This is an optimization exercise on Yosys and OpenROAD, whose aim is small area and a short achievable clock period, not a production implementation. At most, simulation tests tie the RTL to the original design; equivalence was not proved. No functional check of the RTL was part of run 2. Power and IR drop assume default switching activity.

==> flow/design.v, too long to show whole: its modules and the start of the top module <==
// module mipsExecUnit: 1121 lines
module mipsExecUnit
(
    input  logic        clk,
    input  logic        rstN,
    input  logic        instrValid,
    input  logic [31:0] instrWord,
    input  logic [31:0] rsValue,
    input  logic [31:0] rtValue,
    output logic        resultValid,
    output logic [32:0] execOut
);
  // ...
==> flow/flow/run.sh <==
#!/bin/bash
bash standard.sh SETUP_SLACK_MARGIN=5.6 finish > standard.log 2>&1
==> flow/standard.sh <==
#!/bin/bash
# synth_recipe.tcl (not shown) runs the flow's synth.tcl, then flattens the netlist and writes it again
# the make line also repeats each setting of config.mk as NAME=value (left out here)
make -C /OpenROAD-flow-scripts/flow DESIGN_CONFIG=/design/flow/config.mk WORK_HOME=/design/flow/orfs CLKGATE_MAP_FILE= SYNTH_SCRIPT=/design/flow/synth_recipe.tcl "${@:-finish}"
==> flow/config.mk <==
export PLATFORM = sky130hd
export DESIGN_NAME = mipsExecUnit
export DESIGN_NICKNAME = mipsExecUnit
export VERILOG_FILES = /design/flow/design.v
export SDC_FILE = /design/flow/constraint.sdc
export NUM_CORES = 4
export LEC_CHECK = 0
export CAP_MARGIN = 20
export CORE_MARGIN = 2
export CORE_UTILIZATION = 50
export PLACE_DENSITY = 0.7
export SETUP_SLACK_MARGIN = 5
export SLEW_MARGIN = 20
==> flow/constraint.sdc <==
create_clock -name core_clock -period 9.0 [get_ports {clk}]
set_input_delay 1.8000 -clock core_clock [delete_from_list [all_inputs] [get_ports {clk}]]
set_output_delay 1.8000 -clock core_clock [all_outputs]
set_load 0.01 [all_outputs]
==> impl_summary.log, run 1 <==
[metrics] Leading power group: registers
[metrics] combinational gate power: 0.000883 W
[metrics] share of cells above drive strength 1: 0.160
[metrics] tap cells: roughly 590
[metrics] most common cell after layout, fill and taps aside: sky130_fd_sc_hd__dfxtp_1
[metrics] clock buffer count: 43
[metrics] Clock-cell share: 0.0423
[metrics] flop and latch count out of synthesis: roughly 290
[metrics] crit path capture: execOut[29]
[metrics] CTS Hold Buffers Added: 0
[metrics] most area-hungry cell type in the Yosys netlist: sky130_fd_sc_hd__dfxtp_1
[metrics] Final period util: 0.403
[metrics] path type of the worst min-delay path: reg2reg
[metrics] Peak VDD IR: 159 uV
[metrics] maximum number of pins on one net before global-route repair: just over 40
[metrics] number of remaining DRC errors: 0
[metrics] proportion of total power due to net switching: 0.310
[metrics] count of endpoints failing setup in the final report: 0
[metrics] status: complete, no violations
[metrics] Routed met3 length: between 7000 and 8000 um
[metrics] detailed-route wire length per cell: 26.4 um
[metrics] clk pwr: between 0.001 and 0.0015 W
[metrics] vias per cell: approximately 6.3
[metrics] filler cell count in the final layout: 3,465
[metrics] worst hold margin: approximately 0.33 ns
[metrics] final design utilization: 0.609
[metrics] Post-synth top flop: sky130_fd_sc_hd__dfxtp_1
[metrics] power share of the sequential group: 0.395
[metrics] net load switching power: between 0.001 and 0.0015 W
[metrics] fraction of synthesized cell area in xor and xnor cells: 0.152
[metrics] commonest cells after routing, fill and taps aside: sky130_fd_sc_hd__dfxtp_1, sky130_fd_sc_hd__a22oi_1, sky130_fd_sc_hd__xnor2_1
[metrics] unrepaired setup endpoints after global routing: true
[metrics] start-to-end type of the worst setup path: reg2out
[metrics] non-filler instance count after layout: 2,845
[metrics] first-pass GRT wire length: approximately 110,000 um
[metrics] P&R area growth vs syn: 20.0%
[metrics] largest registers in the final layout: r2t (126), f1 (48)
[metrics] Multi-In Gates: between 1,500 and 2,000
[metrics] detailed placement HPWL: 49,100 um
[metrics] Largest stage delay, worst path: around 0.38 ns
[metrics] relative area of non-clock buffer cells in the final design: 0.103
[metrics] Chip Height: approximately 210 um
==> run 2, diff against run 1 <==
--- a/flow/design.v
+++ b/flow/design.v
@@ -167,17 +167,17 @@
     end
     always_comb begin
         if (kImm)      bSel = {{16{imm[15] & ~kZext}}, imm};
         else           bSel = rtValue;
     end
     logic [3:0] tt;
     always_comb begin
         tt = 4'b0000;                             
-        if (kAddB)         tt = 4'b1010;          
+        if (kAddB | kMulX) tt = 4'b1010;          
         if (kSubB)         tt = 4'b0101;          
         if (kAnd)          tt = 4'b1000;
         if (kOr)           tt = 4'b1110;
         if (kXor)          tt = 4'b0110;
         if (kNor)          tt = 4'b0001;
     end
     logic [31:0] xSel, aSel, shOne;
     always_comb begin
@@ -224,17 +224,17 @@
     logic [47:0] f1;
     logic [31:0] c1;
     logic        cin1, srl1, slt1, sltK1, sltS1, tk1;
     always_ff @(posedge clk) begin
         if (!rstN) v1 <= 1'b0;
         else       v1 <= instrValid;
         a1    <= aSel;
         f1    <= fSel;
-        c1    <= xSel;                     
+        c1    <= kMulX ? 32'd0 : xSel;
         cin1  <= kSubB;
         srl1  <= fSrl;
         slt1  <= kSlt;
         sltK1 <= kSlt & sgnDiff & rsValue[31];
         sltS1 <= kSlt & ~sgnDiff;
         tk1   <= takenSel;
     end
     logic [15:0] bsgl, bdbl, bneg;
@@ -1198,27 +1198,25 @@
     assign fc224 = (fs194 & r2t[116]) | (fs194 & fc193) | (r2t[116] & fc193);
     assign fs225 = fs195 ^ r2t[120] ^ fc194;
     assign fc225 = (fs195 & r2t[120]) | (fs195 & fc194) | (r2t[120] & fc194);
     logic [31:0] rowA, rowB;
     assign rowA = {(r2t[121] ^ r2t[122] ^ r2t[123] ^ r2t[124] ^ r2t[125] ^ fc195 ^ fc225), fs225, fs224, fs223, fs222, fs221, fs220, fs219, fs218, fs217, fs216, fs215, fs214, fs213, fs212, fs211, fs210, fs209, fs208, fs207, fs206, fs205, fs204, fs203, fs202, fs201, fs200, fs199, fs198, fs197, fs196, hs30};
     assign rowB = {1'b0, fc224, fc223, fc222, fc221, fc220, fc219, fc218, fc217, fc216, fc215, fc214, fc213, fc212, fc211, fc210, fc209, fc208, fc207, fc206, fc205, fc204, fc203, fc202, fc201, fc200, fc199, fc198, fc197, fc196, hc30, r2t[3]};
     logic [31:0] sum;
     assign sum = rowA + rowB;
-    logic [31:0] sum3, res;
-    logic        srl3, slt3, sltK3, sltS3, tk3, pass3;
+    logic [31:0] res;
+    logic        pass2;
+    assign pass2 = ~srl2 & ~slt2;
+    always_comb begin
+        for (int i = 1; i < 32; i++) res[i] = (pass2 & sum[i]) | (srl2 & sum[31-i]);
+        res[0] = (pass2 & sum[0]) | ((srl2 | sltS2) & sum[31]) | sltK2;
+    end
+    logic [31:0] res3;
+    logic        tk3;
     always_ff @(posedge clk) begin
         if (!rstN) resultValid <= 1'b0;
         else       resultValid <= v2;
-        sum3  <= sum;
-        srl3  <= srl2;
-        slt3  <= slt2;
-        sltK3 <= sltK2;
-        sltS3 <= sltS2;
-        tk3   <= tk2;
-    end
-    assign pass3 = ~srl3 & ~slt3;
-    always_comb begin
-        for (int i = 1; i < 32; i++) res[i] = (pass3 & sum3[i]) | (srl3 & sum3[31-i]);
-        res[0] = (pass3 & sum3[0]) | ((srl3 | sltS3) & sum3[31]) | sltK3;
+        res3 <= res;
+        tk3  <= tk2;
     end
-    assign execOut = {res, tk3};
+    assign execOut = {res3, tk3};
 endmodule
==> flow/config.mk (replaced) <==
export PLATFORM = sky130hd
export DESIGN_NAME = mipsExecUnit
export DESIGN_NICKNAME = mipsExecUnit
export VERILOG_FILES = /design/flow/design.v
export SDC_FILE = /design/flow/constraint.sdc
export NUM_CORES = 4
export LEC_CHECK = 0
export CAP_MARGIN = 20
export CORE_MARGIN = 2
export CORE_UTILIZATION = 60
export PLACE_DENSITY = 0.8
export SETUP_SLACK_MARGIN = 5
export SLEW_MARGIN = 20
==> run 2 against run 1 <==
Global-route usage rose by 5.0 points. Largest cell class unchanged. Maximum frequency is 3.0% lower. Sequential power shrank 3%. Worst setup slack worse by 0.11 ns. Non-clock buffer count down 13. Critical path type is now reg2reg.
==> impl_summary.log, run 2 <==
[metrics] CORE AREA: around 36,000 um^2
[metrics] vias per cell: 6.63 (+5.1%)
[metrics] leakage power: 10.8 nW
[metrics] Top reg by flops: r2t
[metrics] FF-to-FF path depth: 14
[metrics] share of the synthesized area in the top cell type: 0.259
[metrics] CTS max path bufs: 3
[metrics] die width: between 150 and 200 um
[metrics] number of antenna violations at the first check in global routing: 0
[metrics] Post-synth top flop: sky130_fd_sc_hd__dfxtp_1
[metrics] worst reg2reg path startpoint: r2t[33]$_DFF_P_
[metrics] power per standard cell area: between 100 and 150 nW/um^2
[metrics] cell chosen for the clock root: sky130_fd_sc_hd__clkbuf_16
[metrics] EDFF count, synth: 0
[metrics] start-to-end type of the worst setup path: reg2reg
[metrics] gr ovfl total: 0
[metrics] vias in the first global route: approximately 19,000
[metrics] Clock power frac: 0.352
[metrics] Final min period: 3.74 ns
[metrics] CTS Hold Buffers Added: 0 (unchanged)
[metrics] unique cell type count in the Yosys netlist: 70
[metrics] worst hold path stage count: 0
[metrics] first-pass GRT wire length: 110,000 um (-1.2%)
[metrics] total number of vias: ~18,000
[metrics] max-slew headroom at the worst pin: 0.349
[metrics] proportion of total power due to net switching: 0.310 (about the same)
[metrics] combinational group share of total power: 0.265
[metrics] area enclosed by the die boundary: 38,200 um^2
[metrics] H-Tree Depth: 1
[metrics] maximum number of pins on one net before global-route repair: 66 (+61%)
[metrics] number of placement rows: 70
[metrics] pin slew with the least headroom to its limit: roughly 0.98 ns
[metrics] Setup crit start kind: flip-flop
[metrics] number of warnings reported in the yosys synthesis log: 1
[metrics] commonest cells after routing, fill and taps aside: sky130_fd_sc_hd__a22oi_1, sky130_fd_sc_hd__dfxtp_1, sky130_fd_sc_hd__xnor2_1
[metrics] worst hold margin: 0.325 ns (-0.000159 ns)
[metrics] non-filler instance count after layout: 2,782 (-2.2%)
[metrics] Internal Power: 0.00258 W
[metrics] most area-hungry cell type in the Yosys netlist: sky130_fd_sc_hd__dfxtp_1
[metrics] max reg flops: 126
[metrics] number of port buffers: 127
[metrics] number of failing hold endpoints at the final stage: 0
[metrics] largest registers in the final layout: r2t (126), f1 (48)
[metrics] WP data required: between 9 and 10 ns
[metrics] number of maximum-capacitance constraint violations: 0
[metrics] Hold Startpoint: c1[3]$_SDFF_PP0_
[metrics] status: complete, no violations
[metrics] final instance area: 26,100 um^2
[metrics] count of pins on the block boundary: 133
[metrics] power share of the sequential group: 0.383 (-0.012)
[metrics] largest fanout of any net on the critical path: 5
[metrics] final RePlAce weighted congestion: around 1
[metrics] clk sink count: 285
[metrics] Netlist Area Pre-Place: 22,000 um^2
[metrics] flop and latch count out of synthesis: 285 (-1.4%)
[metrics] TritonCTS Buffers: 30
[metrics] DRT antenna net count: 0
[metrics] path type of the worst min-delay path: reg2reg
[metrics] number of antenna diodes: 0
[metrics] register cell area after layout: 5800 um^2
[metrics] number of remaining DRC errors: 0 (unchanged)
[metrics] cell count after synthesis: about 2,300
[metrics] Hold EP: r2t[12]$_DFF_P_
[metrics] total placed instance area: 23,300 um^2
[metrics] DR iter-0 viols: about 2,600
[metrics] number of nets in the final layout: 2,671
[metrics] leading post-synthesis cells by instance count: sky130_fd_sc_hd__dfxtp_1, sky130_fd_sc_hd__a22oi_1, sky130_fd_sc_hd__xnor2_1
[metrics] final clock skew: about 0.046 ns
[metrics] asr flop ratio synth: 0
[metrics] overall routed net length: 74,200 um
[metrics] detailed-route wire length per cell: 26.7 um (+1.0%)
[metrics] Cell Count Post-Placement: 2,671
[metrics] number of optimization iterations in the first detailed-route pass: 9
[metrics] Global Route Usage Sum: 0.378
[metrics] filler cell count in the final layout: 2,490 (-28%)
[metrics] cell types occupying the most area after synthesis: sky130_fd_sc_hd__dfxtp_1, sky130_fd_sc_hd__fa_1, sky130_fd_sc_hd__xnor2_1
[metrics] Final period util: 0.415 (+0.0126)
[metrics] count of endpoints failing setup in the final report: 0 (unchanged)
[metrics] arrival time worst endpoint: between 4 and 5 ns
[metrics] TNS Setup: 0 ns
[metrics] Max Clock Freq: between 200 and 300 MHz
[metrics] area occupied by multi-input gates: 15,600 um^2
[metrics] most common cell after layout, fill and taps aside: sky130_fd_sc_hd__a22oi_1
[metrics] starting density of the core: 0.605
[metrics] detailed placement HPWL: 49,300 um (+0.35%)
[metrics] Final Slew Violations: 0
[metrics] Reg2Reg Setup Slack: around 5.3 ns
[metrics] CTS tree: yes
[metrics] clock latency (worst-skew pair): about 0.62 ns
[metrics] endpoint class of the critical path: flip-flop
[metrics] Chip Height: 195 um (-8.3%)
[metrics] clock-pin slew reported for the worst setup and hold paths after clock tree synthesis: 0.07 ns
[metrics] synthesized area divided by synthesized cell count: slightly below 10 um^2
[metrics] number of nets in the synthesized netlist: 2,634
[metrics] terminus of the critical flop-to-flop path: res3[27]$_DFF_P_
[metrics] sequential-to-total area share from yosys stat: 0.259
[metrics] most frequent cell after synthesis: sky130_fd_sc_hd__dfxtp_1
[metrics] P&R area growth vs syn: 18.9%
[metrics] unrepaired setup endpoints after global routing: true
[metrics] net load switching power: 0.00116 W (+0.14%)
[metrics] share of cells above drive strength 1: 0.163 (+0.00267)
[metrics] Peak VDD IR: 141 uV (-11%)
==> run 2: cell count changes after synthesis, sizes merged, moves of 6 or more <==
| cell | before | now |
|---|---|---|
| a21oi | 100 | 47 |
| o21ai | 32 | 94 |
| a31oi | 11 | 0 |
| o31ai | 1 | 11 |
| a22o | 31 | 15 |
| inv | 136 | 185 |
| a21o | 15 | 8 |
| xor2 | 142 | 149 |
| xnor2 | 238 | 232 |
| nand2 | 79 | 119 |
==> run 2: worst max-delay path by stage <==
stage | slack [ns] | to | startpoint
global placement | 3.35 | c1[1]$_SDFF_PP0_ | instrWord[27]
CTS | 5.38 | res3[29]$_DFF_P_ | r2t[35]$_DFF_P_
global route | 5.19 | res3[27]$_DFF_P_ | r2t[33]$_DFF_P_
detailed placement | 3.24 | c1[1]$_SDFF_PP0_ | instrWord[26]
floorplan | 5.10 | c1[10]$_SDFF_PP0_ | instrWord[31]
finish | 5.26 | res3[27]$_DFF_P_ | r2t[33]$_DFF_P_
==> run 2: logic make-up after synthesis <==
group | count (synthesis) | share of synthesized area
compound gates | 500 | 0.156
flops | 285 | 0.259
mux | 88 | 0.0585
simple gates | 317 | 0.0679
fa+ha+maj | 280 | 0.234
xor+xnor | 381 | 0.152
buf+inv | 404 | 0.0720
==> run 2: timing repair <==
item                       in CTS  in global routing
setup buffers                  27                 18
resized for setup             209                157
setup endpoints to repair     157                 81
cloned                          8                  4
pin swaps                      41                 49
==> run 2: cell type report <==
class	count	share of cell area
Multi-Input combinational cell	1569	0.597
Sequential cell	285	0.222
Timing Repair Buffer	221	0.0916
Clock buffer	41	0.0334
Inverter	185	0.0267
Tap cell	468	0.0224
Clock inverter	13	0.00689
==> run 2: metal layers <==
layer | vias to the layer above | global-route usage | wire length [um]
met5 | - | 0 | 0
met4 | 0 | 0.195 | 4680
met3 | 369 | 0.0896 | 9140
met2 | 1506 | 0.620 | 34100
met1 | 8877 | 0.467 | 26200
li1 | 7691 | - | -
==> run 2: power groups by stage <==
| stage | clock [W] | combinational (W) | sequential, W |
|---|---|---|---|
| after floorplan | 0 | 0.000475 | 0.00146 |
| after global placement | 0 | 0.000802 | 0.00146 |
| after detailed placement | 0 | 0.000826 | 0.00146 |
| after CTS | 0.00132 | 0.000911 | 0.00143 |
| after global routing | 0.00137 | 0.00105 | 0.00144 |
| final | 0.00132 | 0.000990 | 0.00143 |
==> run 2: worst max-delay path, stage by stage (launching register included) <==
cell and delay (ns):
sky130_fd_sc_hd__dfxtp_2 0.33, sky130_fd_sc_hd__fa_1 0.57, sky130_fd_sc_hd__fa_1 0.48, sky130_fd_sc_hd__ha_4 0.30, sky130_fd_sc_hd__buf_4 0.16, sky130_fd_sc_hd__a21oi_4 0.20, sky130_fd_sc_hd__o221ai_2 0.15, sky130_fd_sc_hd__a21oi_4 0.23
sky130_fd_sc_hd__a2111oi_4 0.13, sky130_fd_sc_hd__o31ai_4 0.33, sky130_fd_sc_hd__buf_4 0.19, sky130_fd_sc_hd__a21oi_4 0.05, sky130_fd_sc_hd__xnor2_2 0.15, sky130_fd_sc_hd__buf_6 0.14, sky130_fd_sc_hd__o31ai_4 0.22
==> run 2: through the flow <==
step           power, W   util  setup slack [ns]
3_3_place_gp    0.00226  0.641              3.35
2_1_floorplan   0.00193      -              5.10
4_1_cts         0.00366  0.697              5.38
5_1_grt         0.00385  0.719              5.19
3_5_place_dp    0.00228  0.641              3.24
6_report        0.00374  0.719              5.26

-- port drivers added, routing unchanged --
How much do the figures lean on ideal ports? The routed layouts below were timed once more, with nothing changed but the port constraints. Step 1 (the two cells are an assumption about what drives the block):
set clk [get_ports {clk}]
set_driving_cell -lib_cell sky130_fd_sc_hd__clkbuf_16 $clk
set_driving_cell -lib_cell sky130_fd_sc_hd__buf_2 [delete_from_list [all_inputs] $clk]
Step 2 also shifts input and output timing later by t, the mid clock arrival at the registers, as if the neighbouring blocks saw the same clock. a / b / c = no drivers / after step 1 / after step 2; a / b = the first two.
| run | t (ns) | slack for setup (ns) | hold slack, ns | worst register clock-pin slew, ns | pins driven straight from the clock port |
|---|---|---|---|---|---|
| run 1 | 0.653 | 5.375 / 5.322 / 4.991 | 0.325 / 0.325 / 0.325 | 0.07 / 0.07 | 1 |
| run 2 | 0.645 | 5.262 / 5.262 / 4.896 | 0.325 / 0.325 / 0.325 | 0.07 / 0.07 | 1 |
After both steps every run listed still meets setup and hold. For run 1, which loses most, drivers alone change the setup slack by -0.053 ns; drivers and shift together by -0.384 ns.
